What follows belongs to an exercise in optimizing a design on an open flow for small area, a short achievable clock period and few clock cycles; a production flow would make more cautious choices.
The RTL was checked by simulation tests, not by an equivalence proof against the original design.
Power and IR drop assume default switching activity.

== JK ==
// mips_mem_stage
module mips_mem_stage (
  input  logic             clk,
  input  logic             rst_n,
  input  logic             req_valid,
  output logic             req_ready,
  input  logic [5:0]       opcode,
  input  logic [31:0]      addr,
  input  logic [31:0]      wdata,
  output logic             resp_valid,
  output logic [31:0]      rdata,
  output logic             addr_err,
  output logic             link_valid,
  output logic [31:0]      link_addr
);
  localparam logic [5:0] OP_SB  = 6'h28;
  localparam logic [5:0] OP_SH  = 6'h29;
  localparam logic [5:0] OP_SW  = 6'h2b;
  localparam logic [5:0] OP_LW  = 6'h23;
  localparam logic [5:0] OP_LBU = 6'h24;
  localparam logic [5:0] OP_LHU = 6'h25;
  localparam logic [5:0] OP_LL  = 6'h30;
  logic [31:0] mem [64];
  logic        is_sb, is_sh, is_sw, is_lw, is_lbu, is_lhu, is_ll;
  logic        mis_h, mis_w;
  logic        st_ok, ld_w, ld_h, ld_b, ll_ok, err;
  logic [3:0]  lane_we;      
  logic [31:0] lane_data;
  logic [3:0]  sel_b0;       
  logic [1:0]  sel_b1;       
  logic        sel_hi;       
  always_comb begin
    is_sb  = (opcode == OP_SB);
    is_sh  = (opcode == OP_SH);
    is_sw  = (opcode == OP_SW);
    is_lw  = (opcode == OP_LW);
    is_lbu = (opcode == OP_LBU);
    is_lhu = (opcode == OP_LHU);
    is_ll  = (opcode == OP_LL);
    mis_h  = addr[0];
    mis_w  = (addr[1:0] != 2'b00);
    st_ok = is_sb || (is_sh && !mis_h) || (is_sw && !mis_w);
    ld_w  = (is_lw || is_ll) && !mis_w;
    ld_h  = is_lhu && !mis_h;
    ld_b  = is_lbu;
    ll_ok = is_ll && !mis_w;
    err   = ((is_sh || is_lhu) && mis_h) || ((is_sw || is_lw || is_ll) && mis_w);
    lane_we = 4'b0000;
    if (is_sw) lane_we = 4'b1111;
    else if (is_sh) lane_we = addr[1] ? 4'b1100 : 4'b0011;
    else if (is_sb) lane_we = 4'b0001 << addr[1:0];
    if (is_sb)      lane_data = {4{wdata[7:0]}};
  ...
clock: 5.5 ns
lec_check: 0
cap_margin: 20
core_margin: 2
core_utilization: 62
cts_cluster_diameter: 80
cts_cluster_size: 24
setup_slack_margin: 3.1
slew_margin: 20
synth_hierarchical: 1
synth_minimum_keep_size: 0
run.sh (not shown) runs the stock make flow with config.mk's settings and CLKGATE_MAP_FILE= SYNTH_SCRIPT=/design/flow/synth_recipe.tcl, a recipe that flattens the netlist after the stock synthesis.
JK | stages: all done | timing, DRC, antenna: all pass
Testbench counts of JK, summed over its fixed seeds: cycles 24,016.
Modified inputs, MS compared to JK
- SETUP_SLACK_MARGIN changed from 3.1 to 3.0
- CORE_UTILIZATION changed from 62 to 40
Results
- MS did not stop at any stage, and its layout met the timing, design-rule and antenna checks.
- JK reports its kind of path behind the tightest hold check as flip-flop to flip-flop while MS reports input pin to asynchronous set/reset pin.
- Against JK as the reference, MS delivers a lower met2 usage in global routing.
- Looking at source of the critical timing path, the wsel[55] result is from JK; the wsel[35] one comes from MS.
- Taking JK as the reference point, the highest clock rate of MS falls by 0.78%.
- Diff JK -> MS | power consumed by the clock network | up by a few percent
- ~same critical path depth in MS and JK
- Taking JK as the reference point, the die area of MS rises by 54%.
- JK vs MS, busiest layer in global routing: met1 vs met2
- Compared to JK, MS has worst hold slack 11 ps higher.
- JK → MS: power went up, core occupancy in the finished layout went down 24 points.
For AL, these inputs were changed with respect to MS:
- a change of CORE_UTILIZATION from 40 to 55
- a change of SETUP_SLACK_MARGIN from 3.0 to 3.1
==> comparison <==
For global-route wire length before repair, MS and AL come out practically identical.
AL vs. MS: number of hold violations in the final report saw little to no change, overall fraction of global-route tracks in use saw an increase, smallest hold slack saw a decrease.
Source of the critical timing path: wsel[35] -> MS, la_q[6] -> AL
Relative to AL, the following input files were edited for TR:
- swapping 3.1 for 3.2 in SETUP_SLACK_MARGIN
- swapping 55 for 70 in CORE_UTILIZATION
--- outcome ---
Initial antenna violation count: TR > AL
[compare] base=AL new=TR: share of the cycle needed by the critical path after routing dropped 0.58 points; die area dropped about 20%; total wire length dropped 5.3%.


## job 105
mips_mem_stage, a different RTL version from the one above (not shown whole).
For scale: roughly 4300 cells after synthesis, ~140 I/O pins, roughly 79000 um2 of cells after synthesis.
Settings: LEC_CHECK=0, CAP_MARGIN=20, CORE_MARGIN=2, CORE_UTILIZATION=55, CTS_CLUSTER_DIAMETER=80, CTS_CLUSTER_SIZE=24, SETUP_SLACK_MARGIN=3.1, SLEW_MARGIN=20, SYNTH_HIERARCHICAL=1, SYNTH_MINIMUM_KEEP_SIZE=0; clock period 5.5 ns.
Job 105: full flow OK, the timing, design-rule and antenna checks passed
Testbench counts of job 105, summed over its fixed seeds: cycles 24,016.
Edits applied to the flow inputs when going from job 105 to job 102:
# job 105
export LEC_CHECK = 0
export CAP_MARGIN = 20
export CORE_MARGIN = 2
export CORE_UTILIZATION = 55
export CTS_CLUSTER_DIAMETER = 80
export CTS_CLUSTER_SIZE = 24
export SETUP_SLACK_MARGIN = 3.1
export SLEW_MARGIN = 20
export SYNTH_HIERARCHICAL = 1
export SYNTH_MINIMUM_KEEP_SIZE = 0
create_clock -name core_clock -period 5.5 [get_ports {clk}]
# job 102
export LEC_CHECK = 0
export CAP_MARGIN = 20
export CORE_MARGIN = 2
export CORE_UTILIZATION = 70
export CTS_CLUSTER_DIAMETER = 80
export CTS_CLUSTER_SIZE = 24
export SETUP_SLACK_MARGIN = 3.2
export SLEW_MARGIN = 20
export SYNTH_HIERARCHICAL = 1
export SYNTH_MINIMUM_KEEP_SIZE = 0
create_clock -name core_clock -period 5.5 [get_ports {clk}]
Notes after the runs:
- Half-perimeter wire length of the detailed placement result (job 102 vs. job 105) decreases by a few percent
- The final layout from job 102, which completed every stage, passed the timing, design-rule and antenna checks at the end of the flow.
- On number of nets in the final layout, job 102 tracks job 105 almost exactly.
- The run showing the smaller internal portion of total power is job 102.
- From job 105 to job 102, xor/xnor share of the synthesized area did not move at all.
- Changes observed in job 102 relative to job 105: final count of pins violating max slew was more or less identical, met2 usage in global routing went up by 8.5 points, number of vias after detailed routing increased about 1.1%.
- Job 102 — switching share of power 0.89 points lower, job 105 as reference
- Against job 105, job 102 reports a share of final-layout standard cells stronger than drive strength 1 that is higher.
- Diff job 102..job 105 | sequential cell count | unchanged
- Going from job 105 to job 102, the portion of the clock cycle consumed by the worst path in the final layout was found to have gone down by 0.72 points.


lagoon:
The RTL this note starts from:
==> flow/design.v <==
module mips_mem_stage (
  input  logic             clk,
  input  logic             rst_n,
  input  logic             req_valid,
  output logic             req_ready,
  input  logic [5:0]       opcode,
  input  logic [31:0]      addr,
  input  logic [31:0]      wdata,
  output logic             resp_valid,
  output logic [31:0]      rdata,
  output logic             addr_err,
  output logic             link_valid,
  output logic [31:0]      link_addr
);
  localparam logic [5:0] OP_SB  = 6'h28;
  localparam logic [5:0] OP_SH  = 6'h29;
  localparam logic [5:0] OP_SW  = 6'h2b;
  localparam logic [5:0] OP_LW  = 6'h23;
  localparam logic [5:0] OP_LBU = 6'h24;
  localparam logic [5:0] OP_LHU = 6'h25;
  localparam logic [5:0] OP_LL  = 6'h30;
  logic [31:0] mem [64];
  logic        is_sb, is_sh, is_sw, is_lw, is_lbu, is_lhu, is_ll;
  logic        mis_h, mis_w;
  logic        st_ok, ld_w, ld_h, ld_b, ll_ok, err;
  logic [3:0]  lane_we;      
  logic [31:0] lane_data;
  logic [3:0]  sel_b0;       
  logic [1:0]  sel_b1;       
  logic        sel_hi;       
  always_comb begin
    is_sb  = (opcode == OP_SB);
    is_sh  = (opcode == OP_SH);
    is_sw  = (opcode == OP_SW);
    is_lw  = (opcode == OP_LW);
    is_lbu = (opcode == OP_LBU);
    is_lhu = (opcode == OP_LHU);
    is_ll  = (opcode == OP_LL);
    mis_h  = addr[0];
    mis_w  = (addr[1:0] != 2'b00);
    st_ok = is_sb || (is_sh && !mis_h) || (is_sw && !mis_w);
    ld_w  = (is_lw || is_ll) && !mis_w;
    ld_h  = is_lhu && !mis_h;
    ld_b  = is_lbu;
    ll_ok = is_ll && !mis_w;
    err   = ((is_sh || is_lhu) && mis_h) || ((is_sw || is_lw || is_ll) && mis_w);
    lane_we = 4'b0000;
    if (is_sw) lane_we = 4'b1111;
    else if (is_sh) lane_we = addr[1] ? 4'b1100 : 4'b0011;
    else if (is_sb) lane_we = 4'b0001 << addr[1:0];
    if (is_sb)      lane_data = {4{wdata[7:0]}};
    else if (is_sh) lane_data = {2{wdata[15:0]}};
    else            lane_data = wdata;
    sel_hi = ld_w;
    sel_b1 = {ld_w || (ld_h && addr[1]), ld_h && !addr[1]};
    sel_b0 = {ld_w || (ld_h && addr[1]) || (ld_b && addr[1:0] == 2'd3),
              ld_b && addr[1:0] == 2'd2,
              (ld_h && !addr[1]) || (ld_b && addr[1:0] == 2'd1),
              ld_b && addr[1:0] == 2'd0};
  end
  logic        v1;
  logic        err1, ll1, st1, hi1;
  logic [1:0]  b1_1;         
  logic [3:0]  b0_1;
  logic [7:2]  a1;
  logic [63:0] wsel;         
  logic [3:0]  lwe1;         
  logic [31:0] x1;           
  always_ff @(posedge clk or negedge rst_n) begin
    if (!rst_n) lwe1 <= 4'b0000;
    else        lwe1 <= (req_valid && st_ok) ? lane_we : 4'b0000;
  end
  always_ff @(posedge clk or negedge rst_n) begin
    if (!rst_n) v1 <= 1'b0;
    else        v1 <= req_valid;
  end
  always_ff @(posedge clk) begin
    begin
      err1 <= err;
      ll1  <= ll_ok;
      st1  <= st_ok;
      hi1  <= sel_hi;
      b1_1 <= sel_b1;
      b0_1 <= sel_b0;
      a1   <= addr[7:2];
      x1   <= {is_ll ? addr[31:8] : lane_data[31:8], lane_data[7:0]};
      for (int w = 0; w < 64; w++) wsel[w] <= (addr[7:2] == w[5:0]);
    end
  end
  always_ff @(posedge clk) begin
    for (int w = 0; w < 64; w++)
      for (int l = 0; l < 4; l++)
        if (wsel[w] && lwe1[l]) mem[w][31-8*l -: 8] <= x1[31-8*l -: 8];
  end
  logic [31:0] rd;
  logic [3:0]  u [32];
  for (genvar b = 0; b < 32; b++) begin : g_rd
    logic [7:0]  p;     
    for (genvar k = 0; k < 8; k++) begin : g_n4
      mm_sel8 u_n (.d({mem[8*k+7][b], mem[8*k+6][b], mem[8*k+5][b], mem[8*k+4][b],
                       mem[8*k+3][b], mem[8*k+2][b], mem[8*k+1][b], mem[8*k][b]}),
                   .s(wsel[8*k +: 8]), .y(p[k]));
    end
    for (genvar k = 0; k < 4; k++) begin : g_o2
      mm_or2 u_q (.a(p[2*k]), .b(p[2*k+1]), .y(u[b][k]));
    end
  end
  for (genvar j = 0; j < 16; j++) begin : g_hi
    mm_o41a u_h (.a(u[16+j][0]), .b(u[16+j][1]), .c(u[16+j][2]), .d(u[16+j][3]), .e(hi1), .y(rd[16+j]));
  end
  for (genvar j = 0; j < 8; j++) begin : g_b1
    logic [1:0] t;
    mm_o41ai u_t1 (.a(u[8+j][0]),  .b(u[8+j][1]),  .c(u[8+j][2]),  .d(u[8+j][3]),  .e(b1_1[1]), .y(t[1]));
    mm_o41ai u_t0 (.a(u[24+j][0]), .b(u[24+j][1]), .c(u[24+j][2]), .d(u[24+j][3]), .e(b1_1[0]), .y(t[0]));
    mm_nand2 u_r (.a(t[1]), .b(t[0]), .y(rd[8+j]));
  end
  for (genvar j = 0; j < 8; j++) begin : g_b0
    logic [3:0] t;
    for (genvar l = 0; l < 4; l++) begin : g_l
      mm_o41ai u_t (.a(u[24-8*l+j][0]), .b(u[24-8*l+j][1]), .c(u[24-8*l+j][2]), .d(u[24-8*l+j][3]),
                    .e(b0_1[l]), .y(t[l]));
    end
    mm_nand4 u_r (.a(t[0]), .b(t[1]), .c(t[2]), .d(t[3]), .y(rd[j]));
  end
  logic        resp_q, err_q, lv_q;
  logic [31:0] rdata_q;
  logic [31:2] la_q;
  always_ff @(posedge clk or negedge rst_n) begin
    if (!rst_n) begin
      resp_q <= 1'b0;
      lv_q   <= 1'b0;
      la_q   <= '0;
    end else begin
      resp_q <= v1;
      if (v1) begin
        if (ll1) begin
          lv_q <= 1'b1;
          la_q <= {x1[31:8], a1};
        end else if (st1 && a1 == la_q[7:2]) begin
          lv_q <= 1'b0;
        end
      end
    end
  end
  always_ff @(posedge clk) begin
    rdata_q <= rd;
    err_q   <= err1;
  end
  assign req_ready  = 1'b1;
  assign resp_valid = resp_q;
  assign rdata      = rdata_q;
  assign addr_err   = err_q;
  assign link_valid = lv_q;
  assign link_addr  = {la_q, 2'b00};
endmodule
module mm_sel8 (input logic [7:0] d, input logic [7:0] s, output logic y);
  logic [3:0] g;
  assign g[0] = !((d[0] && s[0]) || (d[1] && s[1]));
  assign g[1] = !((d[2] && s[2]) || (d[3] && s[3]));
  assign g[2] = !((d[4] && s[4]) || (d[5] && s[5]));
  assign g[3] = !((d[6] && s[6]) || (d[7] && s[7]));
  assign y = !(g[0] && g[1] && g[2] && g[3]);
endmodule
module mm_nand4 (input logic a, b, c, d, output logic y);
  assign y = !(a && b && c && d);
endmodule
module mm_nand2 (input logic a, b, output logic y);
  assign y = !(a && b);
endmodule
module mm_o41a (input logic a, b, c, d, e, output logic y);
  assign y = (a || b || c || d) && e;
endmodule
module mm_o41ai (input logic a, b, c, d, e, output logic y);
  assign y = !((a || b || c || d) && e);
endmodule
module mm_or2 (input logic a, b, output logic y);
  assign y = a || b;
endmodule
make LEC_CHECK=0 CAP_MARGIN=20 CORE_MARGIN=2 CORE_UTILIZATION=55 CTS_CLUSTER_DIAMETER=80 CTS_CLUSTER_SIZE=24 SETUP_SLACK_MARGIN=3.1 SLEW_MARGIN=20 SYNTH_HIERARCHICAL=1 SYNTH_MINIMUM_KEEP_SIZE=0 finish   # period 5.5 ns
Testbench counts of lagoon, summed over its fixed seeds: cycles 24,016.
Relative to lagoon, the following input files were edited for willow:
Settings: swapping 3.1 for 3.2 in SETUP_SLACK_MARGIN; swapping 55 for 70 in CORE_UTILIZATION.
## What came out
- From lagoon to willow the numbers moved as follows: normalized max-slew margin moved up, fmax moved up, area enclosed by the die boundary moved down.
- Maximum number of pins on one net before global-route repair: willow vs lagoon identical
- As far as multi-input logic cell count goes, willow and lagoon are indistinguishable; the numbers are identical.
- willow finished every stage and its layout cleared the timing, design-rule and antenna checks.
- Reported for lagoon and willow, count of buffers inserted at the top-level ports turned out identical to the last digit.
- The core of willow is more densely filled than that of lagoon.
- willow ends up with a portion of total power attributed to the clock network that is 1.1 points lower than in lagoon.
- Diff lagoon -> willow | HPWL after detailed placement | decrease of about 2%
- The via count of willow was inferior to that of lagoon.
- Diff lagoon -> willow | combinational power | increase of 3.4%


Setup of try-garnet:
Another version of the RTL of mips_mem_stage (not shown whole).
Size: ~4,400 cells after synthesis, about 2,200 flip-flops, about 140 I/O pins, about 80,000 sq um of cells after synthesis.
// mips_mem_stage
module mips_mem_stage (
  input  logic             clk,
  input  logic             rst_n,
  input  logic             req_valid,
  output logic             req_ready,
  input  logic [5:0]       opcode,
  input  logic [31:0]      addr,
  input  logic [31:0]      wdata,
  output logic             resp_valid,
  output logic [31:0]      rdata,
  output logic             addr_err,
  output logic             link_valid,
  output logic [31:0]      link_addr
);
export LEC_CHECK = 0
export CAP_MARGIN = 20
export CORE_MARGIN = 2
export CORE_UTILIZATION = 80
export CTS_CLUSTER_DIAMETER = 80
export CTS_CLUSTER_SIZE = 24
export SETUP_SLACK_MARGIN = 3.2
export SLEW_MARGIN = 20
export SYNTH_HIERARCHICAL = 1
export SYNTH_MINIMUM_KEEP_SIZE = 0
create_clock -name core_clock -period 5.5 [get_ports {clk}]
Testbench counts of try-garnet, summed over its fixed seeds: cycles 24,016.
Input changes introduced in try-ember (baseline for comparison: try-garnet):
-- flow/config.mk --
<<< try-garnet, line 8
export CAP_MARGIN = 20
export CORE_MARGIN = 2
export CORE_UTILIZATION = 80
export CTS_CLUSTER_DIAMETER = 80
export CTS_CLUSTER_SIZE = 24
>>> try-ember, line 8
export CAP_MARGIN = 20
export CORE_MARGIN = 2
export CORE_UTILIZATION = 70
export CTS_CLUSTER_DIAMETER = 80
export CTS_CLUSTER_SIZE = 24
<<< try-garnet, line 15
export SYNTH_HIERARCHICAL = 1
export SYNTH_MINIMUM_KEEP_SIZE = 0
>>> try-ember, line 15
export SYNTH_HIERARCHICAL = 1
export SYNTH_MINIMUM_KEEP_SIZE = 0
export TNS_END_PERCENT = 20
==> summary.txt <==
- try-ember went all the way through synthesis, placement and routing and the layout is clean on timing, DRC and antenna.
- try-ember reports a higher number of cells on the critical path than try-garnet does.
- Diff try-ember..try-garnet | cell area | negligible
- The higher fraction of power consumed by the clock network came out of try-garnet.
- Data arrival time of the critical path: try-ember vs try-garnet up 1.78 ns
- The run with more routed wire is try-garnet, not try-ember.
- Looking at category of the critical setup timing path, the reg -> out result is from try-garnet; the reg -> reg one comes from try-ember.
- Summary of try-ember over try-garnet: final core utilization dropped 11 points, post-layout worst setup margin went down 0.11 ns.
- The sequential share of layout area was comparable across try-ember and try-garnet.
> inputs changed (try-ember -> try-zinc)
-- flow/config.mk --
<<< try-ember, line 15
export SYNTH_HIERARCHICAL = 1
export SYNTH_MINIMUM_KEEP_SIZE = 0
export TNS_END_PERCENT = 20
>>> try-zinc, line 15
export SYNTH_HIERARCHICAL = 1
export SYNTH_MINIMUM_KEEP_SIZE = 0
==> comparison <==
try-zinc reached the final stage; the timing, design-rule and antenna checks on its layout passed. Cell with the largest stage delay on the worst path = o41ai_4: try-ember; cell with the largest stage delay on the worst path = dfxtp_4: try-zinc. Compared with try-ember, in try-zinc hold slack lower, detail-routed via count per cell now sits at about the same level. Tightest slew margin relative to the limit was lower in try-zinc than in try-ember. Between try-zinc and try-ember, the minimum clock period after layout is higher for try-ember. Termination of the worst setup path: rdata[4] -> try-zinc, rdata_q[7] -> try-ember. try-zinc: number of gates given a new drive strength after cts 40% above try-ember.

re-timing with driven ports:
In the flow no input, the clock included, has a driving cell. The finished layouts below were timed again as built, in two steps. Step 1: set_driving_cell puts a clkbuf_16 on clk and a buf_2 on each other input, an assumption about the parent block. Step 2 adds t to the input delays and takes it off the output delays; t is the mean of the earliest and latest rising clock arrival at the registers after step 1. Input paths then give back, and output paths get back, about the clock's delay inside the block. a / b / c = no drivers / after step 1 / after step 2; a / b = the first two.
run	t, ns	setup WS [ns]	worst setup path at the end	slew at the worst register clock pin (ns)	worst data-port slew with drivers (ns)
JK	0.829	2.986 / 2.986 / 2.383	input to register	0.10 / 0.10	0.06
MS	0.834	2.966 / 2.966 / 2.365	input to register	0.10 / 0.10	0.36
AL	0.843	3.051 / 2.959 / 2.490	input to register	0.10 / 0.10	0.09
TR	0.807	3.082 / 2.998 / 2.517	input to register	0.10 / 0.10	0.16
job 105	0.841	3.031 / 2.944 / 2.447	input to register	0.10 / 0.10	0.06
job 102	0.785	3.070 / 3.013 / 2.491	input to register	0.10 / 0.10	0.20
lagoon	0.818	3.045 / 2.964 / 2.460	input to register	0.10 / 0.10	0.31
willow	0.808	3.068 / 2.990 / 2.506	input to register	0.10 / 0.10	0.07
try-garnet	0.805	3.121 / 3.048 / 2.437	input to register	0.12 / 0.12	0.05
try-ember	0.790	3.008 / 3.008 / 2.469	input to register	0.10 / 0.10	0.05
try-zinc	0.790	3.136 / 3.055 / 2.497	input to register	0.10 / 0.10	0.05
After both steps setup and hold are still met in every run listed. The setup slack of try-garnet, which loses most, moves by -0.073 ns with the drivers and by -0.684 ns with both steps.
